Source: an optimization exercise on an open RTL-to-GDS flow (aim: a short achievable clock period and few clock cycles per item). Production flows keep margins and buffers that such runs may drop.
Only simulation tests tie the RTL to the original design; equivalence was not proved.
Power is estimated from default activity; no workload was simulated.

==> inputs of job 5114 <==
## cache_top
module cache_top
        (
        input  logic                    clk,
        input  logic                    reset,
        input  logic                    cpu_read,
        input  logic                    cpu_write,
        input  logic                    cpu_byte,
        input  cache_pkg::addr_t        cpu_addr,
        input  cache_pkg::word_t        cpu_wdata,
        output cache_pkg::word_t        cpu_rdata,
        output logic                    cpu_rvalid,
        output logic                    stall_pc,
        output logic                    mem_req,
        output logic                    mem_we,
        output cache_pkg::addr_t        mem_addr,
        output cache_pkg::line_t        mem_wdata,
        input  logic                    mem_ack,
        input  cache_pkg::line_t        mem_rdata
        );
        localparam int TW = 27;
        localparam int BD = 2;                   
        localparam int AD = 16;                  
        localparam int MD = 2;                   
        localparam int BP = $clog2(BD);
        localparam int AP = $clog2(AD);
        localparam int MP = $clog2(MD);
        localparam int BW = $clog2(BD+1);
        localparam int AW = $clog2(AD+2);
        localparam int MW = $clog2(MD+1);
        localparam int EW = 1 + 1 + 1 + 2 + 2 + TW + 32 + 1 + 1 + 1 + TW;      
        function automatic logic [31:0] ext(input logic [31:0] w, input logic [1:0] bs, input logic bm);
                logic [7:0] b;
                case (bs)
                2'd0: b = w[7:0];
                2'd1: b = w[15:8];
                2'd2: b = w[23:16];
                default: b = w[31:24];
                endcase
                ext = bm ? {24'b0, b} : w;
        endfunction
        logic [TW-1:0] tg [4];
        logic [3:0] vld;
        logic [3:0] dty;
        logic [1:0] lru;                 
        logic           hv;              
        logic [31:0] arr [16];           
        logic [3:0] spend;               
        logic [3:0] smask [4];           
        logic mf_full;
        logic           e_rd;
        logic           e_bm;
        logic           e_set;
        logic [1:0]     e_wd;
        logic [1:0]     e_bs;
  ...
Settings: LEC_CHECK=0, ABC_CLOCK_PERIOD_IN_PS=2500, CAP_MARGIN=40, CORE_MARGIN=2, CORE_UTILIZATION=35, PLACE_DENSITY=0.5, SETUP_SLACK_MARGIN=5, SLEW_MARGIN=40, TNS_END_PERCENT=20; clock period 9.0 ns.
standard.sh (not shown) runs the stock make flow with config.mk's settings and CLKGATE_MAP_FILE= SYNTH_SCRIPT=/design/flow/synth_recipe.tcl, a recipe that flattens the netlist after the stock synthesis.
==> flow/flow/run.sh <==
#!/bin/bash
# Standard layout (the standard.sh): synthesis and floorplan exactly as
# standard.sh runs them; then placement, clock tree synthesis, routing and
# finishing with two changes: the port buffers are plain buffers (buf_4, which
# the repair steps may resize) instead of whatever buffer_ports picks, and the
# timing repair aims further below the clock period.
set -e
bash standard.sh synth floorplan > standard_1.log 2>&1
sed -E 's/SETUP_SLACK_MARGIN=[-0-9.]+/SETUP_SLACK_MARGIN=6.0 "BUFFER_PORTS_ARGS=-buffer_cell sky130_fd_sc_hd__buf_4"/' standard.sh > standard_2.sh
bash standard_2.sh > standard_2.log 2>&1
==> job 2770: changes against job 5114 <==
--- a/flow/design.v
+++ b/flow/design.v
@@ -61,49 +61,28 @@
                 default: b = w[31:24];
                 endcase
                 ext = bm ? {24'b0, b} : w;
         endfunction
         logic [TW-1:0] tg [4];
         logic [3:0] vld;
         logic [3:0] dty;
         logic [1:0] lru;                 
-        logic           hv;              
-        logic [31:0] arr [16];           
-        logic [3:0] spend;               
-        logic [3:0] smask [4];           
-        logic mf_full;
-        logic           e_rd;
-        logic           e_bm;
-        logic           e_set;
-        logic [1:0]     e_wd;
-        logic [1:0]     e_bs;
-        logic [TW-1:0]  e_tag;
-        logic [31:0]    e_wdata;
-        logic           e_way;
-        logic           e_miss;
-        logic           e_wb;
-        logic [TW-1:0]  e_vtag;
-        logic [1:0]     e_slot;
         logic take;
         logic b_full;
         logic s0_set;
         logic [TW-1:0] s0_tag;
         logic [3:0] eq;
         logic s0_hit;
         logic s0_hway;
         logic s0_lw;
         logic s0_way;
         logic s0_wb;
         logic [TW-1:0] s0_vtag;
         logic [EW-1:0] s0_ent;
-        logic [1:0] s0_vslot;            
-        logic s0_haz;                    
-        logic s0_ho;                     
-        logic [127:0] s0_line;
         assign take = (cpu_read || cpu_write) && !b_full;        
         assign s0_set = cpu_addr[4];
         assign s0_tag = cpu_addr[31:5];
         always_comb
         begin
                 for (int i = 0; i < 4; i++)
                         eq[i] = vld[i] && (tg[i] == s0_tag);
         end
@@ -135,29 +114,25 @@
                         end
                 end
         end
         always_ff @(posedge clk)
         begin
                 if (take && !s0_hit)
                         tg[{s0_set, s0_lw}] <= s0_tag;
         end
-        assign s0_vslot = {s0_set, s0_lw};
-        assign s0_line = {arr[{s0_vslot, 2'd3}], arr[{s0_vslot, 2'd2}], arr[{s0_vslot, 2'd1}], arr[{s0_vslot, 2'd0}]};
-        assign s0_ho = take && !s0_hit && !spend[s0_vslot] && !s0_haz && !mf_full;
         assign s0_ent = {cpu_read, cpu_byte, s0_set, cpu_addr[3:2], cpu_addr[1:0], s0_tag,
-                         cpu_wdata, s0_way, !s0_hit && !s0_ho, s0_wb, s0_vtag};
+                         cpu_wdata, s0_way, !s0_hit, s0_wb, s0_vtag};
         logic [EW-1:0]  b_ent [BD];
-        logic [BD-1:0]  bvld;            
-        logic [BD-1:0]  b_hz;
         logic [BP-1:0]  b_wp;
         logic [BP-1:0]  b_rp;
         logic [BW-1:0]  b_cnt;
         logic           b_empty;
         logic [EW-1:0]  h_ent;
+        logic           hv;              
         logic           pop;             
         logic           h_load;          
         logic           to_h;            
         logic           b_push;
         logic           b_pop;
         logic [BW-1:0]  b_cnt_next;
         assign h_load = pop || !hv;
         assign to_h = b_empty && h_load;
@@ -171,34 +146,16 @@
         always_ff @(posedge clk)
         begin
                 for (int i = 0; i < BD; i++)
                         if (b_wp == BP'(i) && !b_full)
                                 b_ent[i] <= s0_ent;
                 if (h_load)
                         h_ent <= b_empty ? s0_ent : b_ent[b_rp];
         end
-        always_comb
-        begin
-                for (int i = 0; i < BD; i++)
-                        b_hz[i] = bvld[i] && (b_ent[i][TW+1] || {b_ent[i][2*TW+39], b_ent[i][TW+2]} == s0_vslot);
-        end
-        assign s0_haz = (hv && (e_miss || e_slot == s0_vslot)) || (|b_hz);
-        always_ff @(posedge clk or posedge reset)
-        begin
-                if (reset)
-                        bvld <= '0;
-                else
-                begin
-                        if (b_pop)
-                                bvld[b_rp] <= 1'b0;
-                        if (b_push)
-                                bvld[b_wp] <= 1'b1;
-                end
-        end
         always_ff @(posedge clk or posedge reset)
         begin
                 if (reset)
                 begin
                         b_wp <= '0;
                         b_rp <= '0;
                         b_cnt <= '0;
                         b_full <= 1'b0;
@@ -237,21 +194,37 @@
         begin
                 if (reset)
                         stall_pc <= 1'b0;
                 else if (b_push && !b_pop)
                         stall_pc <= b_cnt_is_m1;
                 else if (b_pop && !b_push)
                         stall_pc <= 1'b0;
         end
+        logic           e_rd;
+        logic           e_bm;
+        logic           e_set;
+        logic [1:0]     e_wd;
+        logic [1:0]     e_bs;
+        logic [TW-1:0]  e_tag;
+        logic [31:0]    e_wdata;
+        logic           e_way;
+        logic           e_miss;
+        logic           e_wb;
+        logic [TW-1:0]  e_vtag;
+        logic [1:0]     e_slot;
         assign {e_rd, e_bm, e_set, e_wd, e_bs, e_tag, e_wdata, e_way, e_miss, e_wb, e_vtag} = h_ent;
         assign e_slot = {e_set, e_way};
+        logic [31:0] arr [16];           
+        logic [3:0] spend;               
+        logic [3:0] smask [4];           
         logic e_pend;
         logic e_fill;                    
         logic a_room;
+        logic mf_full;
         logic [31:0] e_word;
         logic [127:0] e_line;
         logic s1_wr;
         logic s1_rd;
         logic s1_wait;
         logic handoff;
         logic [1:0] mst;                 
         logic [TW:0] cur_rdaddr;
@@ -289,28 +262,24 @@
                         spend <= '0;
                 end
                 else
                 begin
                         if (fill_q)
                                 spend[fslot_q] <= 1'b0;
                         if (handoff)
                                 spend[e_slot] <= 1'b1;
-                        if (s0_ho)
-                                spend[s0_vslot] <= 1'b1;
                 end
         end
         always_ff @(posedge clk)
         begin
                 if (handoff)
                         smask[e_slot] <= e_rd ? 4'b0 : (4'b1 << e_wd);
                 else if (s1_wr && e_pend)
                         smask[e_slot][e_wd] <= 1'b1;
-                if (s0_ho)
-                        smask[s0_vslot] <= 4'b0;
         end
         logic           mf_wb [MD];
         logic [TW:0]    mf_wbaddr [MD];
         logic [127:0]   mf_wbdata [MD];
         logic [TW:0]    mf_rdaddr [MD];
         logic [1:0]     mf_slot [MD];
         logic [MP-1:0]  mf_wp;
         logic [MP-1:0]  mf_rp;
@@ -325,41 +294,29 @@
         logic [TW:0]    x_wbaddr;
         logic [127:0]   x_wbdata;
         logic [TW:0]    x_rdaddr;
         logic [1:0]     x_slot;
         assign fill = (mst == 2'd2) && mem_ack;
         assign seq_free = (mst == 2'd0) || fill;
         assign issue = seq_free && (mf_nz || handoff);
         assign pop_mf = seq_free && mf_nz;
-        assign push_mf = s0_ho || (handoff && !(seq_free && !mf_nz));
-        logic           n_wb;
-        logic [TW:0]    n_wbaddr;
-        logic [127:0]   n_wbdata;
-        logic [TW:0]    n_rdaddr;
-        logic [1:0]     n_slot;
-        logic n_s1;
-        assign n_s1 = hv && e_miss;
-        assign n_wb = n_s1 ? e_wb : s0_wb;
-        assign n_wbaddr = n_s1 ? {e_vtag, e_set} : {s0_vtag, s0_set};
-        assign n_wbdata = n_s1 ? e_line : s0_line;
-        assign n_rdaddr = n_s1 ? {e_tag, e_set} : {s0_tag, s0_set};
-        assign n_slot = n_s1 ? e_slot : s0_vslot;
+        assign push_mf = handoff && !(seq_free && !mf_nz);
         assign mfcnt_next = mfcnt + MW'(push_mf) - MW'(pop_mf);
         always_ff @(posedge clk)
         begin
                 for (int i = 0; i < MD; i++)
                 begin
                         if (mf_wp == MP'(i) && !mf_full)
                         begin
-                                mf_wb[i] <= n_wb;
-                                mf_wbaddr[i] <= n_wbaddr;
-                                mf_wbdata[i] <= n_wbdata;
-                                mf_rdaddr[i] <= n_rdaddr;
-                                mf_slot[i] <= n_slot;
+                                mf_wb[i] <= e_wb;
+                                mf_wbaddr[i] <= {e_vtag, e_set};
+                                mf_wbdata[i] <= e_line;
+                                mf_rdaddr[i] <= {e_tag, e_set};
+                                mf_slot[i] <= e_slot;
                         end
                 end
         end
         always_comb
         begin
                 if (mf_nz)
                 begin
                         x_wb = mf_wb[mf_rp];
==> run summary <==
- In job 5114 the clock skew is higher than in job 2770, by 18 ps.
- Via count: job 2770 is smaller than job 5114 (4.6%).
- In job 5114 the synthesized area is higher than in job 2770, by about 4.3%.
- Non-clock buffer count: job 5114 is higher than job 2770 (9).
- Against job 2770, the sequential share of layout area of job 5114 is lower by 1.6 points.
- In job 5114 the core utilization is lower than in job 2770, by 0.20 points.
- Between job 5114 and job 2770, the lower die area is in job 2770 (gap 4.2%, measured against job 2770).
- Clock-buffer cell count: job 5114 is lower than job 2770 (6).
- Against job 5114, the wire length of job 2770 is lower by about 1.4%.
- In job 2770 the critical path depth is lower than in job 5114, by 3.
Testbench counts of job 5114, summed over its fixed seeds: cycles 15,808, requests 9,600.
Testbench counts of job 2770, summed over its fixed seeds: cycles 15,874, requests 9,600.

========
==> v14: inputs <==
cache_top, a different RTL version from the one above (not shown whole).
export LEC_CHECK = 0
export ABC_CLOCK_PERIOD_IN_PS = 2500
export CAP_MARGIN = 20
export CORE_MARGIN = 2
export CORE_UTILIZATION = 35
export SETUP_SLACK_MARGIN = 5
export SLEW_MARGIN = 20
export TNS_END_PERCENT = 20
create_clock -name core_clock -period 9.0 [get_ports {clk}]
Scripts as last shown in full above: flow/flow/run.sh
==> v30 (differences from v14) <==
--- a/flow/design.v
+++ b/flow/design.v
@@ -37,17 +37,17 @@
         output logic                    mem_req,
         output logic                    mem_we,
         output cache_pkg::addr_t        mem_addr,
         output cache_pkg::line_t        mem_wdata,
         input  logic                    mem_ack,
         input  cache_pkg::line_t        mem_rdata
         );
         localparam int TW = 27;
-        localparam int BD = 4;                   
+        localparam int BD = 2;                   
         localparam int AD = 16;                  
         localparam int MD = 2;                   
         localparam int BP = $clog2(BD);
         localparam int AP = $clog2(AD);
         localparam int MP = $clog2(MD);
         localparam int BW = $clog2(BD+1);
         localparam int AW = $clog2(AD+2);
         localparam int MW = $clog2(MD+1);
@@ -62,27 +62,28 @@
                 endcase
                 ext = bm ? {24'b0, b} : w;
         endfunction
         logic [TW-1:0] tg [4];
         logic [3:0] vld;
         logic [3:0] dty;
         logic [1:0] lru;                 
         logic take;
+        logic b_full;
         logic s0_set;
         logic [TW-1:0] s0_tag;
         logic [3:0] eq;
         logic s0_hit;
         logic s0_hway;
         logic s0_lw;
         logic s0_way;
         logic s0_wb;
         logic [TW-1:0] s0_vtag;
         logic [EW-1:0] s0_ent;
-        assign take = (cpu_read || cpu_write) && !stall_pc;
+        assign take = (cpu_read || cpu_write) && !b_full;        
         assign s0_set = cpu_addr[4];
         assign s0_tag = cpu_addr[31:5];
         always_comb
         begin
                 for (int i = 0; i < 4; i++)
                         eq[i] = vld[i] && (tg[i] == s0_tag);
         end
         assign s0_hit = s0_set ? (eq[2] || eq[3]) : (eq[0] || eq[1]);
@@ -119,17 +120,16 @@
                         tg[{s0_set, s0_lw}] <= s0_tag;
         end
         assign s0_ent = {cpu_read, cpu_byte, s0_set, cpu_addr[3:2], cpu_addr[1:0], s0_tag,
                          cpu_wdata, s0_way, !s0_hit, s0_wb, s0_vtag};
         logic [EW-1:0]  b_ent [BD];
         logic [BP-1:0]  b_wp;
         logic [BP-1:0]  b_rp;
         logic [BW-1:0]  b_cnt;
-        logic           b_full;
         logic           b_empty;
         logic [EW-1:0]  h_ent;
         logic           hv;              
         logic           pop;             
         logic           h_load;          
         logic           to_h;            
         logic           b_push;
         logic           b_pop;
@@ -156,49 +156,54 @@
                 if (reset)
                 begin
                         b_wp <= '0;
                         b_rp <= '0;
                         b_cnt <= '0;
                         b_full <= 1'b0;
                         b_empty <= 1'b1;
                         hv <= 1'b0;
-                        stall_pc <= 1'b0;
                 end
                 else
                 begin
                         if (b_push)
                                 b_wp <= b_wp + BP'(1);
                         if (b_pop)
                                 b_rp <= b_rp + BP'(1);
                         b_cnt <= b_cnt_next;
                         case ({b_push, b_pop})
                         2'b10:
                         begin
                                 b_full <= b_cnt_is_m1;
-                                stall_pc <= b_cnt_is_m1;
                                 b_empty <= 1'b0;
                         end
                         2'b01:
                         begin
                                 b_full <= 1'b0;
-                                stall_pc <= 1'b0;
                                 b_empty <= b_cnt_is_1;
                         end
                         default:
                         begin
                                 b_full <= b_full;
-                                stall_pc <= b_full;
                                 b_empty <= b_empty;
                         end
                         endcase
                         if (h_load)
                                 hv <= b_empty ? take : 1'b1;
                 end
         end
+        always_ff @(posedge clk)
+        begin
+                if (reset)
+                        stall_pc <= 1'b0;
+                else if (b_push && !b_pop)
+                        stall_pc <= b_cnt_is_m1;
+                else if (b_pop && !b_push)
+                        stall_pc <= 1'b0;
+        end
         logic           e_rd;
         logic           e_bm;
         logic           e_set;
         logic [1:0]     e_wd;
         logic [1:0]     e_bs;
         logic [TW-1:0]  e_tag;
         logic [31:0]    e_wdata;
         logic           e_way;
--- a/flow/config.mk
+++ b/flow/config.mk
@@ -4,11 +4,12 @@
 export VERILOG_FILES = /design/flow/design.v
 export SDC_FILE = /design/flow/constraint.sdc
 export NUM_CORES = 4
 export LEC_CHECK = 0
 export ABC_CLOCK_PERIOD_IN_PS = 2500
 export CAP_MARGIN = 20
 export CORE_MARGIN = 2
 export CORE_UTILIZATION = 35
+export PLACE_DENSITY = 0.5
 export SETUP_SLACK_MARGIN = 5
 export SLEW_MARGIN = 20
 export TNS_END_PERCENT = 20
==> notes <==
- In v30 the core utilization is higher than in v14, by 0.86 points.
- In v14 the power is higher than in v30, by 4.1%.
- Against v14, the clock skew of v30 is lower by 0.031 ns.
- Between v30 and v14, the lower synthesized cell count is in v30 (gap 1.2%, measured against v14).
- In v30 the global-route usage is higher than in v14, by 2.2 points.
- Of v30 and v14, v14 has the higher sequential cell count (gap 194).
- Of v14 and v30, v14 has the higher area after synthesis (gap 5.2%, measured against v30).
- Between v30 and v14, the lower clock power is in v30 (gap about 4%, measured against v14).
==> figures <==
metric                                                                v14          v30
Final clock-cell share                                             6.414%       6.282%
Overall routing resource usage                                     32.11%       34.32%
Clock network fraction of total power                               23.0%        22.9%
Number of clock buffers in the layout                                 366          411
Pre-CTS setup slack                                              4.359 ns     4.084 ns
Worst r2r path cells                                                    8            9
Status                                           timing/DRC/antenna clean  timing/DRC/antenna clean
Maximum number of pins on one net before global-route repair          131          171
Internal power summed over all cells                            0.03051 W    0.02906 W
Ant. Diodes                                                            63           54
Post-route core utilization                                        41.68%       42.54%
Number of inserted filler cells in the final layout                 31640        30360
Compound-cell area share of the yosys netlist                      11.35%       9.784%
Wire length on met1                                              201.4 mm     215.0 mm
Final period demand of the worst path                            3.366 ns     3.523 ns
Average footprint of a synthesized cell                       13.90 sq um  13.37 sq um
Number of ordinary inverters in the final layout                       65           68
Testbench counts of v14, summed over its fixed seeds: cycles 15,871, requests 9,600.
Testbench counts of v30, summed over its fixed seeds: cycles 15,874, requests 9,600.

port drivers added, routing unchanged:
In the flow no input, the clock included, has a driving cell. The finished layouts below were timed again as built, in two steps.
Step 1 assumes that a clkbuf_16 drives the clock port and a buf_2 every other input.
Step 2 times the ports against the registers' clock, not the clock port: input delays grow and output delays shrink by t, the midpoint of the rising clock arrivals with the driver on.
Slacks: no drivers / after step 1 / after step 2; pairs: no drivers / after step 1.
run | t (ns) | setup WS [ns] | clock arrival spread, ns | worst register clock-pin slew, ns
job 5114 | 1.049 | 5.670 / 5.564 / 4.649 | 0.118 / 0.118 | 0.07 / 0.07
job 2770 | 1.039 | 5.503 / 5.503 / 4.552 | 0.098 / 0.099 | 0.07 / 0.07
v14 | 1.016 | 5.634 / 5.568 / 4.594 | 0.121 / 0.121 | 0.07 / 0.07
v30 | 1.044 | 5.477 / 5.477 / 4.525 | 0.089 / 0.089 | 0.07 / 0.07
After both steps setup and hold are still met in every run listed. For v14, which loses most, drivers alone change the setup slack by -0.066 ns; drivers and shift together by -1.040 ns.
